Context: an optimization exercise on an open-source flow, tuned for small area, a short achievable clock period and few clock cycles per item. The choices shown serve that exercise and are no tape-out recipe. RTL that was checked went through simulation tests only; none was proved equivalent to the original. The flow treats the clock pin as an ideal source. Dropping or thinning the clock tree relies on that and would not hold on a real chip. No activity file was given, so power comes from the tool's default toggle rates.

==> module apostolico_crochemore_matcher_core, before the edit <==
module apostolico_crochemore_matcher_core (
    input  logic             aclk,
    input  logic             aresetn,
    input  logic             s_valid,
    output logic             s_ready,
    input  logic             s_cmd,
    input  logic [7:0]       s_data,
    input  logic             s_last,
    output logic             m_valid,
    input  logic             m_ready,
    output logic             m_found,
    output logic [acm_pkg::POS_W-1:0] m_position
);
    localparam int N     = acm_pkg::MAX_PATTERN;    
    localparam int AW    = acm_pkg::ADDR_W;         
    localparam int IW    = acm_pkg::IDX_W;          
    localparam int POS_W = acm_pkg::POS_W;
    logic             sv, scmd, slast;      
    logic [7:0]       sdata;
    logic             iv, icmd, ilast;      
    logic [7:0]       idata;
    logic             acc, hold;
    assign acc = s_valid && !sv;
    always_ff @(posedge aclk) begin
        if (!hold) begin
            idata <= sv ? sdata : s_data;
            icmd  <= sv ? scmd  : s_cmd;
            ilast <= sv ? slast : s_last;
        end else if (!sv) begin
            sdata <= s_data;
            scmd  <= s_cmd;
            slast <= s_last;
        end
    end
    always_ff @(posedge aclk) begin
        if (!aresetn) begin
            iv <= 1'b0;
            sv <= 1'b0;
        end else if (!hold) begin
            iv <= sv || acc;
            sv <= 1'b0;
        end else begin
            sv <= sv || acc;
        end
    end
    logic             loading, have, fresh;
    logic [IW-1:0]    kcnt;         
    logic [AW-1:0]    mm1;          
    logic [AW-1:0]    wc;           
    logic [POS_W-1:0] poscnt;
    logic [AW-1:0]    h, hl;        
    logic             rv, ov, r_stall;
    logic [IW-1:0]    idx;
    logic             pat_go, txt_go, scan, wr;
    logic [AW-1:0]    mm1_new;
    assign r_stall = rv && ov && !m_ready;
    assign idx     = loading ? kcnt : '0;
    assign hold    = iv && (icmd ? r_stall : (loading && !kcnt[IW-1] && hl != '0));
    assign pat_go  = iv && !icmd && !hold;
    assign txt_go  = iv && icmd && !hold;
    assign scan    = txt_go && have;
    assign wr      = pat_go && !idx[IW-1];
    assign mm1_new = idx[IW-1] ? AW'(N - 1) : idx[AW-1:0];
    always_ff @(posedge aclk) begin
        if (!aresetn) begin
            loading <= 1'b0;
            have    <= 1'b0;
            fresh   <= 1'b1;
            kcnt    <= '0;
            h       <= '0;
            hl      <= '0;
        end else begin
            h  <= (wr && idx == '0) ? '0 : h + AW'(1);
            hl <= wr ? '0 : hl + AW'(1);
            if (pat_go) begin
                loading <= !ilast;
                kcnt    <= idx[IW-1] ? idx : idx + IW'(1);
                have    <= ilast;
                fresh   <= 1'b1;
            end else if (scan) begin
                fresh   <= ilast;
            end
        end
    end
    always_ff @(posedge aclk) begin
        if (pat_go && ilast) begin
            mm1    <= mm1_new;
            wc     <= mm1_new;
            poscnt <= '0;
        end else if (scan) begin
            if (ilast) begin
                wc     <= mm1;
                poscnt <= '0;
            end else if (wc != '0) begin
                wc <= wc - AW'(1);
            end else begin
                poscnt <= poscnt + POS_W'(1);
            end
        end
    end
    logic [7:0] ring [N];
    always_ff @(posedge aclk) begin
        ring[0] <= wr ? idata : ring[N-1];
        for (int s = 1; s < N; s++) ring[s] <= ring[s-1];
    end
    logic [N-1:0] g, first, lastp;
    genvar gs;
    generate
        for (gs = 0; gs < N; gs++) begin : g_slot
            logic eq;
            assign eq        = (ring[gs] == idata);
            assign first[gs] = (h == AW'(gs));
            assign lastp[gs] = (hl == AW'((gs + 1) % N));
            always_ff @(posedge aclk) begin
                if (scan) begin
                    g[gs] <= (first[gs] || (g[gs] && !fresh)) && eq;
                end else begin
                    g[gs] <= g[(gs + N - 1) % N];
                end
            end
        end
    endgenerate
    logic             rhave, rfirst, rf_hold, rfound;
    logic [POS_W-1:0] rpos;
    logic             o_take;
    logic [POS_W:0]   od;
    assign rfound = rfirst ? (rhave && |(g & lastp)) : rf_hold;
    assign o_take = !ov || m_ready;
    always_ff @(posedge aclk) begin
        if (!aresetn) begin
            rv <= 1'b0;
            ov <= 1'b0;
        end else begin
            if (txt_go) begin
                rv <= 1'b1;
            end else if (o_take) begin
                rv <= 1'b0;
            end
            if (o_take) begin
                ov <= rv;
            end
        end
    end
    always_ff @(posedge aclk) begin
        rfirst  <= txt_go;
        rf_hold <= rfound;
        if (txt_go) begin
            rhave <= have;
            rpos  <= (have && wc == '0) ? poscnt : '0;
        end
        if (o_take) begin
            od <= {rfound, rpos};
        end
    end
    assign s_ready    = !sv;
    assign m_valid    = ov;
    assign m_found    = od[POS_W];
    assign m_position = od[POS_W-1:0];
endmodule
Settings: LEC_CHECK=0, CAP_MARGIN=20, CORE_MARGIN=2, CORE_UTILIZATION=40, CTS_BUF_LIST=sky130_fd_sc_hd__clkbuf_16, CTS_CLUSTER_DIAMETER=80, CTS_CLUSTER_SIZE=30, SLEW_MARGIN=20; clock period 8.0 ns.
standard.sh (not shown) runs the stock make flow with config.mk's settings and CLKGATE_MAP_FILE= SYNTH_SCRIPT=/design/flow/synth_recipe.tcl, a recipe that flattens the netlist after the stock synthesis.
==> flow/flow/run.sh <==
#!/bin/bash
set -euo pipefail
bash standard.sh SETUP_SLACK_MARGIN=5.5 finish > flow_standard.log 2>&1
Testbench counts at the start, summed over its fixed seeds: cycles 28,267, text beats 26,169.
Edit:
--- a/flow/design.v
+++ b/flow/design.v
@@ -48,14 +48,14 @@
     localparam int IW    = acm_pkg::IDX_W;          
     localparam int POS_W = acm_pkg::POS_W;
     logic             sv, scmd, slast;      
     logic [7:0]       sdata;
     logic             iv, icmd, ilast;      
     logic [7:0]       idata;
-    logic             acc, hold;
-    assign acc = s_valid && !sv;
+    logic             acc, hold, rdy;
+    assign acc = s_valid && rdy;
     always_ff @(posedge aclk) begin
         if (!hold) begin
             idata <= sv ? sdata : s_data;
             icmd  <= sv ? scmd  : s_cmd;
             ilast <= sv ? slast : s_last;
         end else if (!sv) begin
@@ -63,39 +63,42 @@
             scmd  <= s_cmd;
             slast <= s_last;
         end
     end
     always_ff @(posedge aclk) begin
         if (!aresetn) begin
-            iv <= 1'b0;
-            sv <= 1'b0;
+            iv  <= 1'b0;
+            sv  <= 1'b0;
+            rdy <= 1'b1;
         end else if (!hold) begin
-            iv <= sv || acc;
-            sv <= 1'b0;
+            iv  <= sv || acc;
+            sv  <= 1'b0;
+            rdy <= 1'b1;
         end else begin
-            sv <= sv || acc;
+            sv  <= sv || acc;
+            rdy <= !(sv || acc);
         end
     end
-    logic             loading, have, fresh;
+    logic             loading, have, fresh, restart;
     logic [IW-1:0]    kcnt;         
-    logic [AW-1:0]    mm1;          
-    logic [AW-1:0]    wc;           
-    logic [POS_W-1:0] poscnt;
+    logic [IW-1:0]    wc;           
+    logic [POS_W-1:0] pc;           
     logic [AW-1:0]    h, hl;        
     logic             rv, ov, r_stall;
     logic [IW-1:0]    idx;
-    logic             pat_go, txt_go, scan, wr;
-    logic [AW-1:0]    mm1_new;
+    logic             pat_go, txt_go, scan, wr, counted;
+    logic [IW-1:0]    kcnt_new;
     assign r_stall = rv && ov && !m_ready;
     assign idx     = loading ? kcnt : '0;
     assign hold    = iv && (icmd ? r_stall : (loading && !kcnt[IW-1] && hl != '0));
     assign pat_go  = iv && !icmd && !hold;
     assign txt_go  = iv && icmd && !hold;
     assign scan    = txt_go && have;
     assign wr      = pat_go && !idx[IW-1];
-    assign mm1_new = idx[IW-1] ? AW'(N - 1) : idx[AW-1:0];
+    assign kcnt_new = idx[IW-1] ? idx : idx + IW'(1);
+    assign counted  = (wc[IW-1:1] == '0);
     always_ff @(posedge aclk) begin
         if (!aresetn) begin
             loading <= 1'b0;
             have    <= 1'b0;
             fresh   <= 1'b1;
             kcnt    <= '0;
@@ -103,33 +106,35 @@
             hl      <= '0;
         end else begin
             h  <= (wr && idx == '0) ? '0 : h + AW'(1);
             hl <= wr ? '0 : hl + AW'(1);
             if (pat_go) begin
                 loading <= !ilast;
-                kcnt    <= idx[IW-1] ? idx : idx + IW'(1);
+                kcnt    <= kcnt_new;
                 have    <= ilast;
                 fresh   <= 1'b1;
             end else if (scan) begin
                 fresh   <= ilast;
             end
         end
     end
     always_ff @(posedge aclk) begin
         if (pat_go && ilast) begin
-            mm1    <= mm1_new;
-            wc     <= mm1_new;
-            poscnt <= '0;
+            wc      <= kcnt_new;
+            restart <= 1'b1;
         end else if (scan) begin
+            if (counted) begin
+                pc <= restart ? '0 : pc + POS_W'(1);
+            end
             if (ilast) begin
-                wc     <= mm1;
-                poscnt <= '0;
-            end else if (wc != '0) begin
-                wc <= wc - AW'(1);
+                wc      <= kcnt;
+                restart <= 1'b1;
+            end else if (counted) begin
+                restart <= 1'b0;
             end else begin
-                poscnt <= poscnt + POS_W'(1);
+                wc <= wc - IW'(1);
             end
         end
     end
     logic [7:0] ring [N];
     always_ff @(posedge aclk) begin
         ring[0] <= wr ? idata : ring[N-1];
@@ -149,14 +154,13 @@
                 end else begin
                     g[gs] <= g[(gs + N - 1) % N];
                 end
             end
         end
     endgenerate
-    logic             rhave, rfirst, rf_hold, rfound;
-    logic [POS_W-1:0] rpos;
+    logic             rhave, rfirst, rf_hold, rfound, rcnt;
     logic             o_take;
     logic [POS_W:0]   od;
     assign rfound = rfirst ? (rhave && |(g & lastp)) : rf_hold;
     assign o_take = !ov || m_ready;
     always_ff @(posedge aclk) begin
         if (!aresetn) begin
@@ -175,17 +179,17 @@
     end
     always_ff @(posedge aclk) begin
         rfirst  <= txt_go;
         rf_hold <= rfound;
         if (txt_go) begin
             rhave <= have;
-            rpos  <= (have && wc == '0) ? poscnt : '0;
+            rcnt  <= have && counted;
         end
         if (o_take) begin
-            od <= {rfound, rpos};
+            od <= {rfound, rcnt ? pc : POS_W'(0)};
         end
     end
-    assign s_ready    = !sv;
+    assign s_ready    = rdy;
     assign m_valid    = ov;
     assign m_found    = od[POS_W];
     assign m_position = od[POS_W-1:0];
 endmodule
Result:
- worst hold slack gains 9.6 ps
- clock power decreases by roughly a tenth
- count of clock-buffer cells in the layout decreases by 2
- cell area decreases by a few percent
- sequential share of layout area hardly moves
- combinational power decreases by a few percent
- core utilization barely changes
- synthesized cell count decreases by a few percent
- worst setup slack stays flat
- die area decreases by a few percent
- power decreases by a few percent
- flip-flop and latch count decreases by 18
Testbench counts after the change, summed over its fixed seeds: cycles 28,267, text beats 26,169.


S:
The RTL this note starts from:
==> flow/design.v <==
`timescale 1ns / 1ps
package acm_pkg;
    localparam int MAX_PATTERN = 64;
    localparam int ADDR_W      = $clog2(MAX_PATTERN);
    localparam int IDX_W       = $clog2(MAX_PATTERN + 1);
    localparam int POS_W       = 16;
    typedef enum logic {
        CMD_PATTERN = 1'b0,
        CMD_TEXT    = 1'b1
    } cmd_t;
endpackage
`timescale 1ns / 1ps
module acm_ram #(
    parameter int WIDTH = 8,
    parameter int DEPTH = 64
) (
    input  logic                     aclk,
    input  logic                     we,
    input  logic [$clog2(DEPTH)-1:0] waddr,
    input  logic [WIDTH-1:0]         wdata,
    input  logic [$clog2(DEPTH)-1:0] raddr,
    output logic [WIDTH-1:0]         rdata
);
    logic [WIDTH-1:0] mem [DEPTH];
    always_ff @(posedge aclk) begin
        if (we) begin
            mem[waddr] <= wdata;
        end
        rdata <= mem[raddr];
    end
endmodule
`timescale 1ns / 1ps
module apostolico_crochemore_matcher_core (
    input  logic             aclk,
    input  logic             aresetn,
    input  logic             s_valid,
    output logic             s_ready,
    input  logic             s_cmd,
    input  logic [7:0]       s_data,
    input  logic             s_last,
    output logic             m_valid,
    input  logic             m_ready,
    output logic             m_found,
    output logic [acm_pkg::POS_W-1:0] m_position
);
    localparam int N     = acm_pkg::MAX_PATTERN;    
    localparam int AW    = acm_pkg::ADDR_W;         
    localparam int IW    = acm_pkg::IDX_W;          
    localparam int POS_W = acm_pkg::POS_W;
    logic             sv, scmd, slast;      
    logic [7:0]       sdata;
    logic             iv, icmd, ilast;      
    logic [7:0]       idata;
    logic             acc, hold, rdy;
    assign acc = s_valid && rdy;
    always_ff @(posedge aclk) begin
        if (!hold) begin
            idata <= sv ? sdata : s_data;
            icmd  <= sv ? scmd  : s_cmd;
            ilast <= sv ? slast : s_last;
        end else if (!sv) begin
            sdata <= s_data;
            scmd  <= s_cmd;
            slast <= s_last;
        end
    end
    always_ff @(posedge aclk) begin
        if (!aresetn) begin
            iv  <= 1'b0;
            sv  <= 1'b0;
            rdy <= 1'b1;
        end else if (!hold) begin
            iv  <= sv || acc;
            sv  <= 1'b0;
            rdy <= 1'b1;
        end else begin
            sv  <= sv || acc;
            rdy <= !(sv || acc);
        end
    end
    logic             loading, have, restart;
    logic [IW-1:0]    kcnt;         
    logic [IW-1:0]    wc;           
    logic [POS_W-1:0] pc;           
    logic [AW-1:0]    h, hl;        
    logic             rv, ov, r_stall;
    logic [IW-1:0]    idx;
    logic             pat_go, txt_go, scan, wr, counted;
    logic [IW-1:0]    kcnt_new;
    assign r_stall = rv && ov && !m_ready;
    assign idx     = loading ? kcnt : '0;
    assign hold    = iv && (icmd ? r_stall : (loading && !kcnt[IW-1] && hl != '0));
    assign pat_go  = iv && !icmd && !hold;
    assign txt_go  = iv && icmd && !hold;
    assign scan    = txt_go && have;
    assign wr      = pat_go && !idx[IW-1];
    assign kcnt_new = idx[IW-1] ? idx : idx + IW'(1);
    assign counted  = (wc[IW-1:1] == '0);
    always_ff @(posedge aclk) begin
        if (!aresetn) begin
            loading <= 1'b0;
            have    <= 1'b0;
            kcnt    <= '0;
            h       <= '0;
            hl      <= '0;
        end else begin
            h  <= (wr && idx == '0) ? '0 : h + AW'(1);
            hl <= wr ? '0 : hl + AW'(1);
            if (pat_go) begin
                loading <= !ilast;
                kcnt    <= kcnt_new;
                have    <= ilast;
            end
        end
    end
    always_ff @(posedge aclk) begin
        if (pat_go && ilast) begin
            wc      <= kcnt_new;
            restart <= 1'b1;
        end else if (scan) begin
            if (counted) begin
                pc <= restart ? '0 : pc + POS_W'(1);
            end
            if (ilast) begin
                wc      <= kcnt;
                restart <= 1'b1;
            end else if (counted) begin
                restart <= 1'b0;
            end else begin
                wc <= wc - IW'(1);
            end
        end
    end
    logic [7:0] ring [N];
    always_ff @(posedge aclk) begin
        ring[0] <= wr ? idata : ring[N-1];
        for (int s = 1; s < N; s++) ring[s] <= ring[s-1];
    end
    logic [N-1:0] g, first, lastp;
    genvar gs;
    generate
        for (gs = 0; gs < N; gs++) begin : g_slot
            logic eq;
            assign eq        = (ring[gs] == idata);
            assign first[gs] = (h == AW'(gs));
            assign lastp[gs] = (hl == AW'((gs + 1) % N));
            always_ff @(posedge aclk) begin
                if (scan) begin
                    g[gs] <= (first[gs] || g[gs]) && eq;
                end else begin
                    g[gs] <= g[(gs + N - 1) % N];
                end
            end
        end
    endgenerate
    logic             rfirst, rf_hold, rfound, rcnt;
    logic             o_take;
    logic [POS_W:0]   od;
    assign rfound = rfirst ? (rcnt && |(g & lastp)) : rf_hold;
    assign o_take = !ov || m_ready;
    always_ff @(posedge aclk) begin
        if (!aresetn) begin
            rv <= 1'b0;
            ov <= 1'b0;
        end else begin
            if (txt_go) begin
                rv <= 1'b1;
            end else if (o_take) begin
                rv <= 1'b0;
            end
            if (o_take) begin
                ov <= rv;
            end
        end
    end
    always_ff @(posedge aclk) begin
        rfirst  <= txt_go;
        rf_hold <= rfound;
        if (txt_go) begin
            rcnt  <= have && counted;
        end
        if (o_take) begin
            od <= {rfound, rcnt ? pc : POS_W'(0)};
        end
    end
    assign s_ready    = rdy;
    assign m_valid    = ov;
    assign m_found    = od[POS_W];
    assign m_position = od[POS_W-1:0];
endmodule
==> flow/config.mk <==
export PLATFORM = sky130hd
export DESIGN_NAME = apostolico_crochemore_matcher_core
export DESIGN_NICKNAME = apostolico_crochemore_matcher_core
export VERILOG_FILES = /design/flow/design.v
export SDC_FILE = /design/flow/constraint.sdc
export NUM_CORES = 4
export LEC_CHECK = 0
export CAP_MARGIN = 20
export CORE_MARGIN = 2
export CORE_UTILIZATION = 70
export SLEW_MARGIN = 20
==> flow/constraint.sdc <==
create_clock -name core_clock -period 8.0 [get_ports {aclk}]
set_input_delay 1.6000 -clock core_clock [delete_from_list [all_inputs] [get_ports {aclk}]]
set_output_delay 1.6000 -clock core_clock [all_outputs]
set_load 0.01 [all_outputs]
==> flow/flow/run.sh <==
#!/bin/bash
set -euo pipefail
export FLOW_CLOCK_PORT=aclk
bash standard.sh SETUP_SLACK_MARGIN=5.5 \
  "CTS_ARGS=-sink_clustering_enable -repair_clock_nets -sink_clustering_size 20 -sink_clustering_max_diameter 60 -buf_list sky130_fd_sc_hd__clkbuf_8 -dont_use_dummy_load" \
  "PRE_CTS_TCL=$PWD/flow/cts_hook.tcl" \
  finish > flow_standard.log 2>&1
==> flow/flow/cts_hook.tcl <==
rename clock_tree_synthesis my_orig_clock_tree_synthesis
proc clock_tree_synthesis { args } {
  my_orig_clock_tree_synthesis {*}$args
  set block [ord::get_db_block]
  set port_net [$block findNet $::env(FLOW_CLOCK_PORT)]
  set root ""
  foreach it [$port_net getITerms] {
    if { [$it getIoType] eq "INPUT" } {
      if { $root ne "" } { puts "cts_hook: clock port has more than one load, left as is"; return }
      set root [$it getInst]
    }
  }
  if { $root eq "" } { puts "cts_hook: no root buffer found"; return }
  set root_net [[$root findITerm X] getNet]
  set loads {}
  foreach it [$root_net getITerms] {
    if { [$it getInst] != $root } { lappend loads $it }
  }
  if { [llength $loads] > 4 } { puts "cts_hook: root buffer has [llength $loads] loads, left as is"; return }
  foreach it $loads { $it disconnect; $it connect $port_net }
  [$root findITerm A] disconnect
  [$root findITerm X] disconnect
  puts "cts_hook: removed [$root getName]; clock port now drives [llength $loads] buffers"
  odb::dbInst_destroy $root
  odb::dbNet_destroy $root_net
}
Testbench counts of S, summed over its fixed seeds: cycles 28,267, text beats 26,169.
diff inputs: S => Q
-- flow/design.v --
<<< S, line 79
        end
    end
    logic             loading, have, restart;
    logic [IW-1:0]    kcnt;         
    logic [IW-1:0]    wc;           
>>> Q, line 79
        end
    end
    logic             loading, have, restart, pwait, counted;
    logic [IW-1:0]    kcnt;         
    logic [IW-1:0]    wc;           
<<< S, line 86
    logic             rv, ov, r_stall;
    logic [IW-1:0]    idx;
    logic             pat_go, txt_go, scan, wr, counted;
    logic [IW-1:0]    kcnt_new;
    assign r_stall = rv && ov && !m_ready;
    assign idx     = loading ? kcnt : '0;
    assign hold    = iv && (icmd ? r_stall : (loading && !kcnt[IW-1] && hl != '0));
    assign pat_go  = iv && !icmd && !hold;
    assign txt_go  = iv && icmd && !hold;
>>> Q, line 86
    logic             rv, ov, r_stall;
    logic [IW-1:0]    idx;
    logic             pat_go, txt_go, scan, wr;
    logic [IW-1:0]    kcnt_new, wc_n;
    logic             loading_n;
    logic [IW-1:0]    kcnt_n;
    logic [AW-1:0]    hl_n;
    assign r_stall = rv && ov && !m_ready;
    assign idx     = loading ? kcnt : '0;
    assign hold    = iv && (icmd ? r_stall : pwait);
    assign pat_go  = iv && !icmd && !hold;
    assign txt_go  = iv && icmd && !hold;
<<< S, line 96
    assign wr      = pat_go && !idx[IW-1];
    assign kcnt_new = idx[IW-1] ? idx : idx + IW'(1);
    assign counted  = (wc[IW-1:1] == '0);
    always_ff @(posedge aclk) begin
        if (!aresetn) begin
            loading <= 1'b0;
            have    <= 1'b0;
            kcnt    <= '0;
            h       <= '0;
            hl      <= '0;
        end else begin
            h  <= (wr && idx == '0) ? '0 : h + AW'(1);
            hl <= wr ? '0 : hl + AW'(1);
            if (pat_go) begin
                loading <= !ilast;
                kcnt    <= kcnt_new;
                have    <= ilast;
            end
        end
    end
    always_ff @(posedge aclk) begin
        if (pat_go && ilast) begin
            wc      <= kcnt_new;
            restart <= 1'b1;
        end else if (scan) begin
>>> Q, line 99
    assign wr      = pat_go && !idx[IW-1];
    assign kcnt_new = idx[IW-1] ? idx : idx + IW'(1);
    assign loading_n = pat_go ? !ilast : loading;
    assign kcnt_n    = pat_go ? kcnt_new : kcnt;
    assign hl_n      = wr ? '0 : hl + AW'(1);
    always_ff @(posedge aclk) begin
        if (!aresetn) begin
            loading <= 1'b0;
            have    <= 1'b0;
            pwait   <= 1'b0;
            kcnt    <= '0;
            h       <= '0;
            hl      <= '0;
        end else begin
            loading <= loading_n;
            kcnt    <= kcnt_n;
            h       <= (wr && idx == '0) ? '0 : h + AW'(1);
            hl      <= hl_n;
            pwait   <= loading_n && !kcnt_n[IW-1] && hl_n != '0;
            if (pat_go) begin
                have <= ilast;
            end
        end
    end
    always_comb begin
        wc_n = wc;
        if (pat_go && ilast) begin
            wc_n = kcnt_new;
        end else if (scan) begin
            if (ilast) begin
                wc_n = kcnt;
            end else if (!counted) begin
                wc_n = wc - IW'(1);
            end
        end
    end
    always_ff @(posedge aclk) begin
        wc      <= wc_n;
        counted <= (wc_n[IW-1:1] == '0);
        if (pat_go && ilast) begin
            restart <= 1'b1;
        end else if (scan) begin
<<< S, line 123
            end
            if (ilast) begin
                wc      <= kcnt;
                restart <= 1'b1;
            end else if (counted) begin
                restart <= 1'b0;
            end else begin
                wc <= wc - IW'(1);
            end
        end
>>> Q, line 143
            end
            if (ilast) begin
                restart <= 1'b1;
            end else if (counted) begin
                restart <= 1'b0;
            end
        end
--- outcome ---
Kind of critical path = reg -> out: S; kind of critical path = in -> reg: Q
Q vs. S: design area +about 1.7%; routed metal-1 wirelength shows no meaningful change; sequential share of layout area went down.
[compare] base=S new=Q: wire length dropped 1.8%, fraction of the cycle the final worst path needs climbed 2.3 points, internal power contribution barely changed.
Diff S -> Q: number of setup buffers added after CTS higher; clock latency at the later pin of the worst-skew pair roughly the same.
Function not checked in Q: the RTL went through the layout flow alone.

[what the ideal ports hide]
The results above use ideal ports. As a check the final layouts listed here were re-extracted and re-timed, cells and wires unchanged.
Step 1 sets driving cells, clkbuf_16 on the clock port and buf_2 on the other inputs (assumed; they add their load-dependent delay and slew).
Step 2 times the ports against the registers' clock, not the clock port: input delays grow and output delays shrink by t, the midpoint of the rising clock arrivals with the driver on.
Three values: ideal, step 1, step 2; two values: the first two.
run | shift t [ns] | setup slack, ns | worst hold slack (ns) | worst setup path at the end
the first run of note 1 | 0.672 | 5.243 / 5.188 / 4.888 | 0.345 / 0.345 / 0.345 | input to register
the second run of note 1 | 0.663 | 5.240 / 5.183 / 4.912 | 0.354 / 0.354 / 0.354 | input to register
S | 0.487 | 5.441 / 5.352 / 5.046 | 0.341 / 0.341 / 0.341 | input to register
Q | 0.484 | 5.259 / 5.305 / 4.822 | 0.336 / 0.336 / 0.336 | input to register
After both steps setup and hold are still met in every run listed. The setup slack of Q, which loses most, moves by +0.046 ns with the drivers and by -0.437 ns with both steps.
